This is an optimization exercise on Yosys and OpenROAD, whose aim is small area, a short achievable clock period and few clock cycles, not a production implementation.
In this exercise RTL edits were held to simulation tests only and were not proved equivalent to the original.
Power and IR drop assume default switching activity.

==> inputs of v20 <==
==> flow/design.v <==
package stp_pkg;
  localparam int REQ_W        = 3;
  localparam int VEL_W        = 24;
  localparam int VAL_W        = 32;
  localparam int POS_W        = 32;
  localparam int PERIOD_OUT_W = 24;
  localparam int SPR_W  = 16;
  localparam int MINP_W = 16;
  localparam int PW_W   = 8;
  localparam logic [SPR_W-1:0]  SPR_RST  = 16'd200;
  localparam logic [MINP_W-1:0] MINP_RST = 16'd100;
  localparam logic [PW_W-1:0]   PW_RST   = 8'd2;
  localparam int CFG_DATA_W = 32;
  localparam int CFG_ADDR_W = 4;
  localparam int REG_IDX_W  = 2;
  localparam logic [REG_IDX_W-1:0] REG_SPR  = 2'd0;
  localparam logic [REG_IDX_W-1:0] REG_MINP = 2'd1;
  localparam logic [REG_IDX_W-1:0] REG_PW   = 2'd2;
  localparam int PERIOD_BITS_DEF = 24;
  localparam int DEN_W           = SPR_W + VEL_W;
  localparam int DVS_W           = DEN_W + 1;
  localparam logic [DEN_W-1:0] TWO_TICKS_Q16 = 40'd131072000000;
  localparam int ENTRY_W     = 3 + 1 + VEL_W + VAL_W;
  localparam int QUEUE_DEPTH = 2;
  localparam logic [REQ_W-1:0] REQ_TICK    = 3'd0;
  localparam logic [REQ_W-1:0] REQ_VEL     = 3'd1;
  localparam logic [REQ_W-1:0] REQ_MOVE_AB = 3'd2;
  localparam logic [REQ_W-1:0] REQ_MOVE_RL = 3'd3;
  localparam logic [REQ_W-1:0] REQ_ENABLE  = 3'd4;
  localparam logic [REQ_W-1:0] REQ_DISABLE = 3'd5;
  typedef logic [2:0] cmd_t;
  localparam cmd_t CMD_NOP      = 3'd0;
  localparam cmd_t CMD_TICK     = 3'd1;
  localparam cmd_t CMD_RUN      = 3'd2;
  localparam cmd_t CMD_HALT     = 3'd3;
  localparam cmd_t CMD_MOVE_ABS = 3'd4;
  localparam cmd_t CMD_MOVE_REL = 3'd5;
  localparam cmd_t CMD_ENABLE   = 3'd6;
  localparam cmd_t CMD_DISABLE  = 3'd7;
  typedef struct packed {
    cmd_t             cmd;
    logic             fwd;
    logic [VEL_W-1:0] mag;
    logic [VAL_W-1:0] value;
  } q_entry_t;
  typedef struct packed {
    logic [SPR_W-1:0]  spr;
    logic [MINP_W-1:0] min_period;
    logic [PW_W-1:0]   pulse_width;
  } cfg_t;
endpackage
module stepper_step_pulse_generator #(
  parameter int PERIOD_BITS = 24
) (
  input  logic        clk,
  input  logic        rst_n,
  input  logic        in_valid,
  output logic        in_ready,
  input  logic [2:0]  in_req_type,
  input  logic [23:0] in_velocity,
  input  logic [31:0] in_step_value,
  output logic        out_valid,
  input  logic        out_ready,
  output logic        out_step_level,
  output logic        out_dir_level,
  output logic        out_enable_n,
  output logic [31:0] out_position,
  output logic        out_is_moving,
  output logic [23:0] out_period_out,
  input  logic        psel,
  input  logic        penable,
  input  logic        pwrite,
  input  logic [3:0]  paddr,
  input  logic [31:0] pwdata,
  output logic [31:0] prdata,
  output logic        pready
);
  localparam logic [36:0] TWO_N = 37'h1E84800000;   
  localparam logic [36:0] K_RST = 37'd655360000;     
  logic [15:0] spr_r, minp_r;
  logic [7:0]  pw_r;
  logic        spr_wr;
  logic [36:0] k_r;
  logic        kbusy_r;
  logic [23:0] r_r;
  logic [24:0] q_r;
  logic [5:0]  it_r;
  logic        frun_r, ffin_r, fdone_r, ovf_r, dbit_r;
  logic [31:0] pos_r, tgt_r;
  logic        seek_r, dir_r, moving_r, en_n_r, step_r;
  logic [23:0] period_r, rem_r;
  logic [7:0]  pulse_r;
  logic        out_valid_r;
  logic pready_r;
  assign pready = pready_r;
  assign spr_wr = psel && !penable && pwrite && (paddr[3:2] == 2'd0);
  always_ff @(posedge clk) begin
    if (!rst_n) begin
      spr_r  <= 16'd200;
      minp_r <= 16'd100;
      pw_r   <= 8'd2;
    end else begin
      if (spr_wr) spr_r <= pwdata[15:0];
      if (psel && penable && pwrite) begin
        case (paddr[3:2])
          2'd1: minp_r <= pwdata[15:0];
          2'd2: pw_r   <= pwdata[7:0];
          default: ;
        endcase
      end
    end
  end
  logic [2:0] rsel_r;
  always_ff @(posedge clk)
    if (psel && !penable)
      rsel_r <= {paddr[3:2] == 2'd2, paddr[3:2] == 2'd1, paddr[3:2] == 2'd0};
  assign prdata = {16'd0, ({16{rsel_r[0]}} & spr_r) | ({16{rsel_r[1]}} & minp_r)
                          | ({16{rsel_r[2]}} & {8'd0, pw_r})};
  logic [5:0]  a_r, b_r;        
  logic        sv_r, tld_r;     
  logic [2:0]  sc_r;            
  logic        srun_r;          
  logic        sfwd_r;          
  logic [23:0] sm_r;            
  logic [31:0] sval_r;
  logic in_tick, tick_in, cmd_in, accept, out_free, exec_tick, exec_cmd;
  logic vneg, vzero, run_in, s_move, s_rel, run_move, s_ready, f_start;
  logic tick_ok_r, azero_r, pend_r;
  logic [5:0] a_nx, b_nx;
  logic       sv_nx;
  assign in_tick   = (in_req_type == 3'd0);
  assign in_ready  = in_tick ? tick_ok_r : !sv_r;
  assign accept    = in_valid && in_ready;
  assign tick_in   = accept && in_tick;
  assign cmd_in    = accept && !in_tick;
  assign vneg      = in_velocity[23];
  assign vzero     = (in_velocity == 24'd0);
  assign s_move    = (sc_r[2:1] == 2'b01);
  assign s_rel     = sc_r[0];
  assign run_move  = s_move && srun_r;
  assign s_ready   = !srun_r || (fdone_r && (tld_r || !run_move));
  assign out_free  = !out_valid_r || out_ready;
  assign exec_tick = out_free && !azero_r;
  assign exec_cmd  = out_free && azero_r && sv_r && s_ready;
  assign run_in    = (in_req_type == 3'd1) ? !vzero
                   : (in_req_type[2:1] == 2'b01) ? (!vneg && !vzero) : 1'b0;
  always_comb begin
    if (exec_cmd) begin
      a_nx  = b_r + {5'd0, tick_in};
      b_nx  = '0;
      sv_nx = 1'b0;
    end else begin
      a_nx  = a_r - {5'd0, exec_tick} + {5'd0, tick_in && !sv_r};
      b_nx  = b_r + {5'd0, tick_in && sv_r};
      sv_nx = sv_r || cmd_in;
    end
  end
  logic go_nx;
  assign go_nx = (cmd_in ? run_in : pend_r) && !(kbusy_r && it_r != 6'd0) && !spr_wr;
  always_ff @(posedge clk) begin
    if (!rst_n) begin
      a_r       <= '0;
      b_r       <= '0;
      sv_r      <= 1'b0;
      azero_r   <= 1'b1;
      tick_ok_r <= 1'b1;
      pend_r    <= 1'b0;
      f_start   <= 1'b0;
    end else begin
      a_r       <= a_nx;
      b_r       <= b_nx;
      sv_r      <= sv_nx;
      azero_r   <= (a_nx == 6'd0);
      tick_ok_r <= (a_r < 6'd62) && (b_r < 6'd62);
      pend_r    <= (cmd_in ? run_in : pend_r) && !go_nx;
      f_start   <= go_nx;
    end
  end
  always_ff @(posedge clk) begin
    if (cmd_in) begin
      sc_r   <= in_req_type;
      srun_r <= run_in;
      sfwd_r <= !vneg;
      sm_r   <= in_velocity ^ {24{!vneg}};
      sval_r <= in_step_value;
    end
  end
  logic [24:0] t_in, b_op;
  logic        cin, qbit, dbit_f, fast, ph_top, ph_mid;
  logic [5:0]  itk_nx;
  logic [25:0] diff;
  logic [5:0]  it_nx;
  assign dbit_f = ph_top ? k_r[24] : ph_mid ? k_r[23] : k_r[7];
  assign t_in   = f_start ? {1'b0, k_r[31:8]} : {r_r, kbusy_r ? dbit_r : dbit_f};
  assign b_op = kbusy_r ? {9'h1FF, ~spr_r} : {1'b1, sm_r};
  assign cin  = kbusy_r || sfwd_r;
  assign diff = {1'b0, t_in} + {b_op[24], b_op} + {25'd0, cin};
  assign qbit = !diff[25];
  assign fast = (k_r[36:32] == 5'd0) && !qbit;
  assign itk_nx = spr_wr ? 6'd36 : it_r - 6'd1;
  always_comb begin
    if (spr_wr)                          it_nx = 6'd36;
    else if (kbusy_r)                    it_nx = it_r - 6'd1;
    else if (f_start)                    it_nx = fast ? 6'd7 : 6'd24;
    else if (frun_r)                     it_nx = it_r - 6'd1;
    else                                 it_nx = it_r;
  end
  logic [24:0] q_rnd;
  logic [15:0] lo;
  logic        sat;
  logic [23:0] newp;
  assign q_rnd = {1'b0, q_r[24:1]} + {24'd0, q_r[0]};
  assign sat   = q_rnd[24] || ovf_r || (spr_r == 16'd0);
  assign lo    = (minp_r == 16'd0) ? 16'd1 : minp_r;
  assign newp  = sat ? 24'hFFFFFF : (q_rnd[23:0] < {8'd0, lo}) ? {8'd0, lo} : q_rnd[23:0];
  always_ff @(posedge clk) begin
    if (!rst_n) begin
      kbusy_r <= 1'b0;
      frun_r  <= 1'b0;
      ffin_r  <= 1'b0;
      fdone_r <= 1'b0;
      k_r     <= K_RST;
      pready_r <= 1'b1;
    end else begin
      pready_r <= !(spr_wr || (kbusy_r && it_r != 6'd0)) || (itk_nx == 6'd21) || (itk_nx == 6'd5);
      dbit_r <= TWO_N[itk_nx];
      it_r   <= it_nx;
      ph_top <= (it_nx == 6'd24);
      ph_mid <= (it_nx >= 6'd8);
      if (spr_wr) begin
        kbusy_r <= 1'b1;
        r_r     <= '0;
      end else if (kbusy_r) begin
        r_r  <= qbit ? diff[23:0] : t_in[23:0];
        k_r  <= {k_r[35:0], qbit};
        if (it_r == 6'd0) kbusy_r <= 1'b0;
      end else if (f_start) begin
        q_r    <= '0;
        ovf_r  <= 1'b0;
        r_r    <= fast ? t_in[23:0] : {12'd0, k_r[36:25]};
        frun_r <= 1'b1;
      end else if (frun_r) begin
        r_r    <= qbit ? diff[23:0] : t_in[23:0];
        q_r    <= {q_r[23:0], qbit};
        ovf_r  <= ovf_r | (qbit & diff[24]);
        frun_r <= (it_r != 6'd0);
        ffin_r <= (it_r == 6'd0);
        if (ph_top) ;
        else if (ph_mid) k_r[23:8]  <= {k_r[22:8], k_r[23]};
        else             k_r[7:0]   <= {k_r[6:0], k_r[7]};
      end else if (ffin_r) begin
        q_r[23:0] <= newp;
        ffin_r    <= 1'b0;
        fdone_r   <= 1'b1;
      end else if (exec_cmd) begin
        fdone_r <= 1'b0;
      end
    end
  end
  logic [31:0] sum, target;
  logic        ld_tgt, eq, gt;
  logic [7:0]  pulse_dec;
  assign ld_tgt    = sv_r && run_move && azero_r && !tld_r;
  assign sum       = pos_r + (azero_r ? sval_r : {{31{!dir_r}}, 1'b1});
  assign target    = s_rel ? sum : sval_r;
  assign eq        = (pos_r == tgt_r);
  assign gt        = $signed(tgt_r) > $signed(pos_r);
  assign pulse_dec = pulse_r - 8'd1;
  always_ff @(posedge clk) begin
    if (!rst_n) begin
      pos_r       <= '0;
      tgt_r       <= '0;
      tld_r       <= 1'b0;
      seek_r      <= 1'b0;
      dir_r       <= 1'b0;
      moving_r    <= 1'b0;
      en_n_r      <= 1'b1;
      period_r    <= '0;
      pulse_r     <= '0;
      step_r      <= 1'b0;
      out_valid_r <= 1'b0;
    end else begin
      out_valid_r <= exec_tick || exec_cmd || (out_valid_r && !out_ready);
      if (ld_tgt) begin
        tgt_r <= target;
        tld_r <= 1'b1;
      end
      if (exec_tick) begin
        if (pulse_r != 8'd0) begin
          pulse_r <= pulse_dec;
          if (pulse_dec == 8'd0) step_r <= 1'b0;
        end
        if (moving_r) begin
          if (rem_r != 24'd1) begin
            rem_r <= rem_r - 24'd1;
          end else begin
            rem_r <= period_r;
            if (seek_r && eq) begin
              moving_r <= 1'b0;
              period_r <= '0;
            end else begin
              step_r  <= 1'b1;
              pulse_r <= (pw_r == 8'd0) ? 8'd1 : pw_r;
              pos_r   <= sum;
            end
          end
        end
      end
      if (exec_cmd) begin
        tld_r <= 1'b0;
        case (sc_r)
          3'd1, 3'd2, 3'd3: begin
            if (!srun_r || (run_move && eq)) begin
              moving_r <= 1'b0;
              period_r <= '0;
              tgt_r    <= pos_r;
              seek_r   <= 1'b1;
            end else begin
              seek_r   <= run_move;
              dir_r    <= run_move ? gt : sfwd_r;
              moving_r <= 1'b1;
              period_r <= q_r[23:0];
              if (q_r[23:0] != period_r) rem_r <= q_r[23:0];
            end
          end
          3'd4: en_n_r <= 1'b0;
          3'd5: begin
            moving_r <= 1'b0;
            period_r <= '0;
            en_n_r   <= 1'b1;
          end
          default: ;
        endcase
      end
    end
  end
  assign out_valid      = out_valid_r;
  assign out_step_level = step_r;
  assign out_dir_level  = dir_r;
  assign out_enable_n   = en_n_r;
  assign out_position   = pos_r;
  assign out_is_moving  = moving_r;
  assign out_period_out = period_r;
endmodule
==> flow/run.sh <==
#!/bin/bash
# synth_recipe.tcl (not shown) runs the flow's synth.tcl, then flattens the netlist and writes it again
# the make line also repeats each setting of config.mk as NAME=value (left out here)
make -C /OpenROAD-flow-scripts/flow DESIGN_CONFIG=/design/flow/config.mk WORK_HOME=/design/flow/orfs CLKGATE_MAP_FILE= SYNTH_SCRIPT=/design/flow/synth_recipe.tcl finish
==> flow/config.mk <==
export PLATFORM = sky130hd
export DESIGN_NAME = stepper_step_pulse_generator
export DESIGN_NICKNAME = stepper_step_pulse_generator
export VERILOG_FILES = /design/flow/design.v
export SDC_FILE = /design/flow/constraint.sdc
export NUM_CORES = 4
export LEC_CHECK = 0
export CAP_MARGIN = 20
export CORE_MARGIN = 2
export CORE_UTILIZATION = 40
export SETUP_SLACK_MARGIN = 5.0
export SLEW_MARGIN = 20
==> flow/constraint.sdc <==
create_clock -name core_clock -period 9.0 [get_ports {clk}]
set_input_delay 1.8000 -clock core_clock [delete_from_list [all_inputs] [get_ports {clk}]]
set_output_delay 1.8000 -clock core_clock [all_outputs]
set_load 0.01 [all_outputs]
==> v28 (differences from v20) <==
Settings changed: CORE_UTILIZATION 40 to 65.
==> summary of the runs <==
- Against v28, the clock power of v20 is higher by about 3%.
- In fmax, v28 and v20 hardly differ.
- In v20 the design area is larger than in v28, by about 2%.
- Wire length: v20 is higher than v28 (about 3.2%).
- Clock skew: v28 is lower than v20 (9.6 ps).
- In v28 the non-clock buffer count is lower than in v20, by 1.
- Of v28 and v20, v28 has the higher utilization (gap 28 points).
- Between v20 and v28, the lower count of clock-buffer cells in the layout is in v28 (gap 9).
- Of v28 and v20, v20 has the higher cell count (gap about 7.5%, measured against v20).
Testbench counts of v20, summed over its fixed seeds: cycles 21,557.
Testbench counts of v28, summed over its fixed seeds: cycles 21,557.

[re-timing with driven ports]
How much do the figures lean on ideal ports? The routed layouts below were timed once more, with nothing changed but the port constraints. Step 1, drivers: a clkbuf_16 drives clk and a buf_2 each remaining input, both assumed. Step 2 adds t to the input delays and takes it off the output delays; t is the mean of the earliest and latest rising clock arrival at the registers after step 1. Input paths then give back, and output paths get back, about the clock's delay inside the block. Slacks: no drivers / after step 1 / after step 2; pairs: no drivers / after step 1.
run | t, ns | setup slack, ns | worst setup path after step 2 | latest minus earliest clock arrival (ns)
v20 | 0.631 | 4.701 / 4.664 / 4.449 | input to register | 0.026 / 0.027
v28 | 0.593 | 4.701 / 4.652 / 4.469 | input to register | 0.016 / 0.015
After both steps every run listed still meets setup and hold. For v20, which loses most, drivers alone change the setup slack by -0.037 ns; drivers and shift together by -0.252 ns.
